This design comes from an exercise in tuning for small area on the open sky130 flow, not from production work.
The RTL was checked by simulation tests, not by an equivalence proof against the original design.
Power figures rest on the tool's default switching activity, not on a simulated workload.

$ cat config.mk
export PLATFORM = sky130hd
export DESIGN_NAME = instr_mem_sync
export DESIGN_NICKNAME = instr_mem_sync
export VERILOG_FILES = /design/flow/design.v
export SDC_FILE = /design/flow/constraint.sdc
export NUM_CORES = 4
export LEC_CHECK = 0
export CAP_MARGIN = 20
export CORE_MARGIN = 2
export CORE_UTILIZATION = 40
export SLEW_MARGIN = 20
$ cat constraint.sdc
create_clock -name core_clock -period 4.0 [get_ports {clk}]
set_input_delay 0.8000 -clock core_clock [delete_from_list [all_inputs] [get_ports {clk}]]
set_output_delay 0.8000 -clock core_clock [all_outputs]
set_load 0.01 [all_outputs]
$ cat design.v
module instr_mem_sync #(
  parameter int DATA_W    = 32,
  parameter int DEPTH     = 64,
  parameter int ADDR_W    = 32,
  parameter int BYTE_ADDR = 1
) (
  input  logic              clk,
  input  logic              rst_n,
  input  logic              fetch_req,
  input  logic [ADDR_W-1:0] pc,
  input  logic              stall,
  output logic [DATA_W-1:0] instr,
  output logic              instr_valid,
  output logic              fault,
  input  logic              load_start,
  input  logic              load_valid,
  input  logic [DATA_W-1:0] load_data,
  output logic              load_busy,
  output logic              load_done
);
  localparam int PTR_W = (DEPTH > 1) ? $clog2(DEPTH) : 1;
  typedef enum logic {IDLE, LOAD} state_t;
  state_t            state;
  logic [PTR_W-1:0]  ptr;
  logic [ADDR_W-1:0] idx;
  logic              misaligned;
  logic              in_range;
  logic              do_write;
  logic [DATA_W-1:0] mem [DEPTH];
  always_comb begin
    idx        = pc;
    misaligned = 1'b0;
    if (BYTE_ADDR != 0) begin
      idx        = {2'b00, pc[ADDR_W-1:2]};
      misaligned = (pc[1:0] != 2'b00);
    end
  end
  assign in_range = (idx < ADDR_W'(DEPTH));
  assign do_write = rst_n && (state == LOAD) && load_valid && !load_start;
  always_ff @(posedge clk) begin
    if (do_write) mem[ptr] <= load_data;
  end
  always_ff @(posedge clk) begin
    if (!rst_n) begin
      state     <= IDLE;
      ptr       <= '0;
      load_busy <= 1'b0;
      load_done <= 1'b0;
    end else begin
      load_done <= 1'b0;
      case (state)
        IDLE: begin
          if (load_start) begin
            state     <= LOAD;
            ptr       <= '0;
            load_busy <= 1'b1;
          end
        end
        LOAD: begin
          if (load_start) begin
            ptr <= '0;
          end else if (load_valid) begin
            if (ptr == PTR_W'(DEPTH - 1)) begin
              state     <= IDLE;
              ptr       <= '0;
              load_busy <= 1'b0;
              load_done <= 1'b1;
            end else begin
              ptr <= ptr + 1'b1;
            end
          end
        end
        default: begin
          state     <= IDLE;
          ptr       <= '0;
          load_busy <= 1'b0;
        end
      endcase
    end
  end
  always_ff @(posedge clk) begin
    if (!rst_n) begin
      instr       <= '0;
      instr_valid <= 1'b0;
      fault       <= 1'b0;
    end else if (!stall) begin
      if ((state == IDLE) && fetch_req) begin
        instr_valid <= 1'b1;
        if (misaligned || !in_range) begin
          instr <= '0;
          fault <= 1'b1;
        end else begin
          instr <= mem[idx[PTR_W-1:0]];
          fault <= 1'b0;
        end
      end else begin
        instr_valid <= 1'b0;
        fault       <= 1'b0;
      end
    end
  end
endmodule
$ cat run.sh
#!/bin/bash
# synth_recipe.tcl (not shown) runs the flow's synth.tcl, then flattens the netlist and writes it again
# the make line also repeats each setting of config.mk as NAME=value (left out here)
make -C /OpenROAD-flow-scripts/flow DESIGN_CONFIG=/design/flow/config.mk WORK_HOME=/design/flow/orfs CLKGATE_MAP_FILE= SYNTH_SCRIPT=/design/flow/synth_recipe.tcl finish
==> results of run 1 <==
-- metrics by stage --
| stage | setup TNS, ns | worst slack [ns] | cells |
|---|---|---|---|
| finish | 0 | 0.724 | 6872 |
| global route | 0 | 0.619 | 6868 |
| CTS | 0 | 0.856 | 6866 |
| detailed placement | -0.0280 | -0.0280 | 6491 |
| global placement | -0.0592 | -0.0592 | 6491 |
| floorplan | 0 | 0.490 | 3626 |
-- cell usage in the layout (no fill, tap or decap), types with 43 or more instances in the layout --
master and n:
edfxtp_1 2048, mux4_2 456, buf_4 249, mux2i_1 217, clkbuf_16 201, nand2_1 92, a22oi_1 85, clkdlybuf4s50_1 68
buf_12 67, nor2_4 64, clkinv_1 44, dfxtp_1 43
-- area by class of cell --
cell class	count	area, um^2
fill	16400	106000
sequential	2091	62400
multi-input combinational	1330	17200
clock buffer	242	5240
timing repair buffer	408	4040
tap	2656	3320
clock inverter	133	1540
inverter	6	25.0
antenna	6	15.0
-- worst max path at each step --
stage	startpoint	endpoint	slack, ns	cells after the start
CTS	pc[27]	instr[30]	0.86	7
global placement	pc[1]	instr[30]	-0.06	7
detailed placement	pc[27]	instr[30]	-0.03	7
finish	pc[27]	instr[30]	0.72	7
global route	pc[1]	instr[30]	0.62	7
floorplan	load_start	mem[63][0]	0.49	5
-- worst max-delay path: stages --
cell and delay (ns):
clkdlybuf4s50_1 0.41, nor4_1 0.30, nand4_1 0.22, or3_2 0.85, buf_12 0.30, a211oi_1 0.87
a32o_1 0.28
-- routing by layer --
layer / part of all wire, % / GRT usage, % / up-vias
li1: - / - / 16200
met1: 41 / 30.7 / 21900
met2: 49 / 35.1 / 1889
met3: 7.7 / 3.65 / 303
met4: 2.5 / 5.78 / 6
met5: 0.017 / 0 / -
-- cell usage after synthesis, types with 10 or more instances --
| cell type | n |
|---|---|
| nand4_1 | 16 |
| a211oi_1 | 24 |
| nand2b_1 | 11 |
| dfxtp_1 | 43 |
| a22o_1 | 16 |
| o21ai_1 | 11 |
| o22ai_1 | 12 |
| nand3_1 | 35 |
| a21oi_1 | 38 |
| edfxtp_1 | 2048 |
| buf_4 | 52 |
| buf_6 | 28 |
| buf_2 | 46 |
| nor2b_1 | 28 |
| clkbuf_1 | 53 |
| mux4_2 | 456 |
| nor2_1 | 96 |
| a221oi_1 | 17 |
| nand2_1 | 92 |
| mux2_2 | 11 |
| and2_1 | 12 |
| mux2i_1 | 217 |
| mux4_1 | 10 |
| a22oi_1 | 85 |
| o21ai_0 | 24 |
-- state kept, by name (all words and copies together) (netlist names) --
| register | flops |
|---|---|
| instr_valid | 1 |
| ptr | 6 |
| load_done | 1 |
| fault | 1 |
| instr | 32 |
| load_busy | 1 |
| mem | 2048 |
| state | 1 |
-- kinds of logic (layout without fill, tap and decap cells) --
kind of cell / after synthesis / after routing / synth area share [%]
other: 0 / 6 / 0
buffers and inverters: 205 / 789 / 1.75
XOR/XNOR: 4 / 4 / 0.0436
multiplexers: 694 / 694 / 16.0
AO/OA/AOI/OAI: 295 / 295 / 2.68
AND/OR/NAND/NOR: 336 / 336 / 2.01
adder cells (fa/ha/maj): 1 / 1 / 0.0156
flip-flops: 2091 / 2091 / 77.5
-- power groups by stage --
stage	Combinational (mW)	Sequential [mW]	Clock (mW)
5_1_grt	2.24	24.0	20.6
2_1_floorplan	1.11	24.5	0
3_3_place_gp	2.11	24.5	0
4_1_cts	2.13	24.0	19.8
3_5_place_dp	2.13	24.5	0
6_report	2.13	24.0	19.5
==> impl_metrics.env, run 1 <==
export IMPL_core_um2=200000
export IMPL_wl_per_cell_um=32.5
export IMPL_max_clock_freq_mhz=305
export IMPL_whs_endpoint="instr[17]"
export IMPL_ys_ff_latch=2091
export IMPL_cts_setup_buffers=0
export IMPL_setup_violations_final=0
export IMPL_synth_top_cells_by_area="edfxtp_1 (76%), mux4_2 (13%), mux2i_1 (2.7%)"
export IMPL_drv_slew=0
export IMPL_outcome="complete, no violations"
export IMPL_drtIter0Drc=5015
export IMPL_grt_ovfl_total=0
export IMPL_arrival_ns=4.05
export IMPL_antenna_left=0
export IMPL_rr_startpoint="state"
export IMPL_endpoint_kind="flop"
export IMPL_holdCritStartpoint="instr[17]"
export IMPL_vias_per_cell=5.87
export IMPL_synth_enable_flop_cells=2048
export IMPL_rows=164
export IMPL_finalCritPeriodShare_pct=81.9
export IMPL_finalPower_mw=45.7
export IMPL_start_util_pct=40.2
export IMPL_avgSynthCellArea_um2=22.2
export IMPL_async_reset_ff_share_pct=0
export IMPL_power_switching_mw=9.58
export IMPL_combPwrFrac_pct=4.7
export IMPL_intPower_mw=36.1
export IMPL_cp_start_kind="primary input"
export IMPL_clock_latency_ns=0.87
export IMPL_fin_util_pct=46.9
export IMPL_yosys_warnings=1
export IMPL_crit_required_ns=4.77
export IMPL_vdd_ir_drop_worst_mv=0.458
export IMPL_grt_usage_pct=21.7
export IMPL_dr_pass1_iters=6
export IMPL_cts_root_buf="clkbuf_16"
export IMPL_maxCapViolations=0
export IMPL_netSwitchingFraction_pct=21.0
export IMPL_cts_path_max_buffers=3
export IMPL_p_per_area_nw_per_um2=488
export IMPL_reg2reg_depth=7
export IMPL_first_global_vias=39700
export IMPL_worstMarginPinSlew_ns=1.12
export IMPL_fp_dieH_um=452
export IMPL_io_buffers=105
export IMPL_antenna_found_initial=11
export IMPL_power_frac_seq_pct=52.6
export IMPL_syn_nets=3697
export IMPL_crit_path_max_fanout=12
export IMPL_ys_flop_type="edfxtp_1"
export IMPL_hold_buffers=0
export IMPL_power_leakage_nw=29.6
export IMPL_clk_pin_slew_ns=0.06
export IMPL_crit_type="in -> reg"
export IMPL_drive_above_1_share_pct=28.3
export IMPL_finalHoldViolations=0
export IMPL_reg2reg_slack_ns=0.94
export IMPL_worst_clock_skew_ns=0.0378
export IMPL_rr_endpoint="instr[30]"
export IMPL_cts_made_buffers=200
export IMPL_syn_inst=3626
export IMPL_place_hpwl_um=135000
export IMPL_relSlewSlack_pct=25.1
export IMPL_drc=0
export IMPL_areaGrowthSynthToFinish_pct=16.5
export IMPL_hold_slack_ns=0.468
export IMPL_dpl_cell_area_um2=86900
export IMPL_cts_sinks=2091
export IMPL_finalCriticalPeriod_ns=3.28
export IMPL_die_width_um=452
export IMPL_power_frac_clock_pct=42.8
export IMPL_hold_depth=2
export IMPL_cts_tree="done"
export IMPL_grt_max_degree=65
export IMPL_synth_top_area_share_pct=76.5
export IMPL_io_pins=106
export IMPL_gp_congestion=0.823
export IMPL_hold_class="reg -> reg"
export IMPL_dieArea_um2=205000
export IMPL_syn_cell_area_um2=80400
export IMPL_nets=4108
export IMPL_final_area_um2=93700
export IMPL_yosysUniqueCellTypes=74
export IMPL_grt_pass1_wl_um=312000
export IMPL_htree_levels=4
export IMPL_drt_total_wl_um=223000
export IMPL_vias=40300
export IMPL_yosys_area_top_type="edfxtp_1"
export IMPL_ys_seq_area_share_pct=77.5
export IMPL_cts_resized=0
export IMPL_rsz0062_at_grt="no"
==> run 2, diff against run 1 <==
==> design.v (replaced) <==
module instr_mem_sync #(
  parameter int DATA_W    = 32,
  parameter int DEPTH     = 64,
  parameter int ADDR_W    = 32,
  parameter int BYTE_ADDR = 1
) (
  input  logic              clk,
  input  logic              rst_n,
  input  logic              fetch_req,
  input  logic [ADDR_W-1:0] pc,
  input  logic              stall,
  output logic [DATA_W-1:0] instr,
  output logic              instr_valid,
  output logic              fault,
  input  logic              load_start,
  input  logic              load_valid,
  input  logic [DATA_W-1:0] load_data,
  output logic              load_busy,
  output logic              load_done
);
  localparam int NRING = 16;    
  logic [5:0] ptr;
  logic       do_write;
  assign do_write = rst_n && load_busy && load_valid && !load_start;
  always_ff @(posedge clk) begin
    if (!rst_n) begin
      ptr       <= '0;
      load_busy <= 1'b0;
      load_done <= 1'b0;
    end else begin
      load_done <= 1'b0;
      if (load_start) begin
        ptr       <= '0;
        load_busy <= 1'b1;
      end else if (load_busy && load_valid) begin
        ptr <= ptr + 1'b1;
        if (ptr == 6'd63) begin
          load_busy <= 1'b0;
          load_done <= 1'b1;
        end
      end
    end
  end
  logic [1:0] t;
  always_ff @(posedge clk) t <= t + 2'd1;
  logic [DATA_W-1:0] w0 [4];
  always_ff @(posedge clk) begin
    for (int j = 0; j < 4; j++)
      if (do_write && ptr == 6'(j)) w0[j] <= load_data;
  end
  logic              pv [4];
  logic [5:0]        pa [4];
  logic [DATA_W-1:0] pd [4];
  logic              hit [4];    
  assign pv[0] = do_write && (ptr[5:2] != 4'd0);
  assign pa[0] = ptr;
  assign pd[0] = load_data;
  always_comb
    for (int k = 0; k < 4; k++) hit[k] = pv[k] && (pa[k][1:0] == t);
  always_ff @(posedge clk) begin
    for (int k = 1; k < 4; k++) begin
      pv[k] <= pv[k-1] && !hit[k-1];
      pa[k] <= pa[k-1];
      pd[k] <= pd[k-1];
    end
  end
  logic              wen;
  logic [3:0]        wring;
  logic [DATA_W-1:0] wdata;
  always_comb begin
    wen   = 1'b0;
    wring = pa[3][5:2];
    wdata = pd[3];
    for (int k = 3; k >= 0; k--) begin
      if (hit[k]) begin
        wen   = 1'b1;
        wring = pa[k][5:2];
        wdata = pd[k];
      end
    end
  end
  logic [DATA_W-1:0] ring [NRING][4];
  genvar r;
  generate
    for (r = 1; r < NRING; r++) begin : g_ring
      always_ff @(posedge clk) begin
        ring[r][0] <= ring[r][1];
        ring[r][1] <= ring[r][2];
        ring[r][2] <= ring[r][3];
        ring[r][3] <= (wen && wring == 4'(r)) ? wdata : ring[r][0];
      end
    end
  endgenerate
  logic [5:0]        ra;
  logic [1:0]        rslot;
  logic              bad;
  logic [DATA_W-1:0] rd;
  assign ra    = pc[7:2];
  assign rslot = ra[1:0] - t;
  assign bad   = (pc[1:0] != 2'b00) || (pc[ADDR_W-1:8] != '0);
  logic [3:1] fwd;
  logic       nofwd;
  logic [3:0] ssel;    
  always_comb begin
    fwd[1] = pv[1] && pa[1] == ra;
    fwd[2] = pv[2] && pa[2] == ra && !fwd[1];
    fwd[3] = pv[3] && pa[3] == ra && !fwd[1] && !fwd[2];
    nofwd  = !(pv[1] && pa[1] == ra) && !(pv[2] && pa[2] == ra) && !(pv[3] && pa[3] == ra);
    for (int s = 0; s < 4; s++) ssel[s] = (rslot == 2'(s));
    rd = '0;
    for (int k = 1; k < 4; k++) rd = rd | ({DATA_W{fwd[k]}} & pd[k]);
    for (int j = 0; j < 4; j++)
      rd = rd | ({DATA_W{nofwd && ra == 6'(j)}} & w0[j]);
    for (int g = 1; g < NRING; g++)
      for (int s = 0; s < 4; s++)
        rd = rd | ({DATA_W{nofwd && ra[5:2] == 4'(g) && ssel[s]}} & ring[g][s]);
  end
  always_ff @(posedge clk) begin
    if (!rst_n) begin
      instr       <= '0;
      instr_valid <= 1'b0;
      fault       <= 1'b0;
    end else if (!stall) begin
      if (!load_busy && fetch_req) begin
        instr_valid <= 1'b1;
        if (bad) begin
          instr <= '0;
          fault <= 1'b1;
        end else begin
          instr <= rd;
          fault <= 1'b0;
        end
      end else begin
        instr_valid <= 1'b0;
        fault       <= 1'b0;
      end
    end
  end
endmodule
==> run 2 against run 1 <==
Compared with the run above:
- sequential power shrank 7%
- design area down 8.5%
- the layout now fails its checks (negative setup slack)
- fmax shrank 19%
- clock-buffer cell count is 63 higher
- largest power group unchanged
- via count is 37% higher
==> impl_metrics.env, run 2 <==
export IMPL_final_fill_count=14600
export IMPL_setup_violations_final=2
export IMPL_areaGrowthSynthToFinish_pct=25.6
export IMPL_synth_common_cells="dfxtp_1 (2081), a22oi_1 (528), mux2_2 (488)"
export IMPL_max_clock_freq_mhz=249
export IMPL_yosysUniqueCellTypes=80
export IMPL_holdCritStartpoint="ring[37][27]"
export IMPL_antenna_left=0
export IMPL_reg2reg_depth=12
export IMPL_cts_root_buf="clkbuf_16"
export IMPL_drv_slew=0
export IMPL_io_pins=106
export IMPL_hold_depth=0
export IMPL_drc=0
export IMPL_io_buffers=105
export IMPL_maxCapViolations=0
export IMPL_crit_type="in -> reg"
export IMPL_yosysMostFrequentCell="dfxtp_1"
export IMPL_gp_congestion=1.05
export IMPL_syn_nets=5448
export IMPL_arrival_ns=4.76
export IMPL_async_reset_ff_share_pct=0
export IMPL_die_width_um=417
export IMPL_ys_seq_area_share_pct=66.6
export IMPL_first_global_vias=52400
export IMPL_synth_enable_flop_cells=128
export IMPL_largestRegisters="ring: 1920 flops, w0: 128 flops, pd: 96 flops"
export IMPL_syn_cell_area_um2=68300
export IMPL_rows=151
export IMPL_grt_ovfl_total=0
export IMPL_dieArea_um2=174000
export IMPL_largest_register="ring"
export IMPL_drive_above_1_share_pct=27.1
export IMPL_synth_top_area_share_pct=61.0
export IMPL_nets=6125
export IMPL_mostFrequentLayoutCells="dfxtp_1 (2081), buf_4 (595), a22oi_1 (528)"
export IMPL_drtIter0Drc=9613
export IMPL_cts_tree="done"
export IMPL_outcome="finished with violations"
export IMPL_fp_dieH_um=417
export IMPL_p_per_area_nw_per_um2=512
export IMPL_synth_top_cells_by_area="dfxtp_1 (61%), mux2_2 (8.0%), a22oi_1 (5.8%)"
export IMPL_grt_pass1_wl_um=454000
export IMPL_cp_start_kind="primary input"
export IMPL_ys_ff_latch=2209
export IMPL_reg2reg_slack_ns=0.11
export IMPL_hold_class="reg -> reg"
export IMPL_ys_flop_type="dfxtp_1"
export IMPL_hold_slack_ns=0.299
export IMPL_vdd_ir_drop_worst_mv=0.482
export IMPL_clock_latency_ns=0.90
export IMPL_worstMarginPinSlew_ns=1.18
export IMPL_worst_clock_skew_ns=0.0836
export IMPL_fin_util_pct=50.6
export IMPL_endpoint_kind="flop"
export IMPL_largest_register_ffs=1920
export IMPL_finalCritPeriodShare_pct=101
export IMPL_vias=55200
export IMPL_hold_buffers=0
export IMPL_cts_path_max_buffers=3
export IMPL_wl_per_cell_um=40.4
export IMPL_power_leakage_nw=33.6
export IMPL_cts_sinks=2209
export IMPL_pre_cts_ws_ns=-0.804
export IMPL_grt_usage_pct=38.2
export IMPL_start_util_pct=40.3
export IMPL_yosys_warnings=7
export IMPL_htree_levels=4
export IMPL_worst_slack_ns=-0.0238
export IMPL_critPathLaunch="pc[3]"
export IMPL_syn_inst=5373
export IMPL_clk_pin_slew_ns=0.06
export IMPL_rr_endpoint="instr[27]"
export IMPL_rr_startpoint="t[0]"
export IMPL_antenna_found_initial=21
export IMPL_relSlewSlack_pct=20.9
export IMPL_final_common_cell="dfxtp_1"
export IMPL_crit_path_max_fanout=16
export IMPL_grt_max_degree=45
export IMPL_yosys_area_top_type="dfxtp_1"
export IMPL_dr_pass1_iters=10
export IMPL_drt_total_wl_um=342000
export IMPL_whs_endpoint="ring[36][27]"
export IMPL_place_hpwl_um=235000
export IMPL_so_faults="negative setup slack"
export IMPL_cts_made_buffers=209
export IMPL_crit_required_ns=4.73
export IMPL_finalCriticalPeriod_ns=4.02
export IMPL_avgSynthCellArea_um2=12.7
export IMPL_vias_per_cell=6.53
export IMPL_finalHoldViolations=0
export IMPL_core_um2=169000
export IMPL_fin_tns_setup_ns=-0.0427
export IMPL_finalPower_mw=43.9
==> run 2: cell count changes after synthesis, sizes merged, moves of 75 or more <==
cell and delta:
dfxtp +2038, edfxtp -1920, mux2 +478, mux4 -466, a22oi +443, clkbuf +219
mux2i -149, nand2 +125, nor3 +106, a22o +102, a221oi +76, nand4 +75
==> run 2: timing repair <==
item / CTS / global route
setup endpoints to repair: 0 / 2
buffers inserted: 0 / 0
gates resized for setup: 0 / 2
==> run 2: power breakdown <==
group          leakage, nW  switching [mW]  internal, mW  total, mW
logic                 12.2           0.907         0.394       1.30
clock network         3.46            8.99          11.3       20.3
registers             18.0          0.0431          22.3       22.3
total                 33.6            9.95          34.0       43.9
==> run 2: worst max-delay path, stage by stage <==
cell,delay [ns]
clkdlybuf4s50_1,0.59
xor2_1,0.24
or4b_1,0.60
o22ai_4,0.20
buf_12,0.21
buf_4,0.16
nor3_2,0.06
buf_4,0.25
a2111oi_0,0.92
buf_4,0.25
nand3_1,0.10
nor4_1,0.23
a31oi_1,0.13
==> run 2: worst max path at each step <==
stage                     end  slack, ns  depth (start not counted)
floorplan            w0[3][0]       0.12                          3
global placement    instr[13]      -0.73                         12
detailed placement  instr[27]      -0.80                         12
CTS                 instr[27]       0.07                         12
global route        instr[27]      -0.05                         12
finish              instr[17]      -0.02                         13
==> run 2: layout make-up <==
cell class	instances	area, um^2	share of cell area [%]
flip-flops and latches	2209	45500	53.1
multi-input cells	2740	21700	25.3
diodes	11	27.5	0.0321
well taps	2218	2780	3.24
repair buffers	853	8560	9.98
clock buffers	305	6030	7.04
clock inverters	85	985	1.15
inverters	37	139	0.162
==> run 2: cells by family after synthesis <==
logic type               count (synthesis)  synth area share [%]
AO/OA/AOI/OAI                         1283                  14.5
XOR/XNOR                                34                 0.489
adder cells (fa/ha/maj)                  5                0.0916
buffers and inverters                  424                  2.52
flip-flops                            2209                  66.6
multiplexers                           557                  9.06
AND/OR/NAND/NOR                        861                  6.73
==> run 2: stage by stage <==
step / std cells / area [um^2]
6_report: 8458 / 85800
3_5_place_dp: 8057 / 78700
3_3_place_gp: 8056 / 78700
2_1_floorplan: 5373 / 68300
5_1_grt: 8450 / 85700
4_1_cts: 8447 / 85700
==> run 2: layer usage <==
| layer | GRT usage, % | share of wire (%) | vias to the layer above |
|---|---|---|---|
| li1 | - | - | 21700 |
| met1 | 49.6 | 38 | 27600 |
| met2 | 54.3 | 41 | 4625 |
| met3 | 10.9 | 13 | 1276 |
| met4 | 26.9 | 8.3 | 24 |
| met5 | 0.389 | 0.068 | - |

port drivers added, routing unchanged:
Ports are ideal in the flow. The routed layouts listed here were re-timed in OpenROAD. Step 1 sets driving cells, clkbuf_16 on the clock port and buf_2 on the other inputs (assumed; they add their load-dependent delay and slew). Step 2 moves the port delays by t, midway between the first and last clock arrival at a register: inputs arrive t later, outputs are due t later. That takes back most of the time a late clock gives input paths. a / b / c = ideal ports / drivers / drivers and shift; a / b = the first two.
run	t (ns)	setup slack, ns	worst setup path at the end
run 1	0.930	0.724 / 0.781 / -0.150	input to register
run 2	0.948	-0.024 / 0.047 / -0.900	input to register
With both steps, setup timing fails in run 1, where it was met with ideal ports. The setup slack of run 2, which loses most, moves by +0.071 ns with the drivers and by -0.876 ns with both steps.
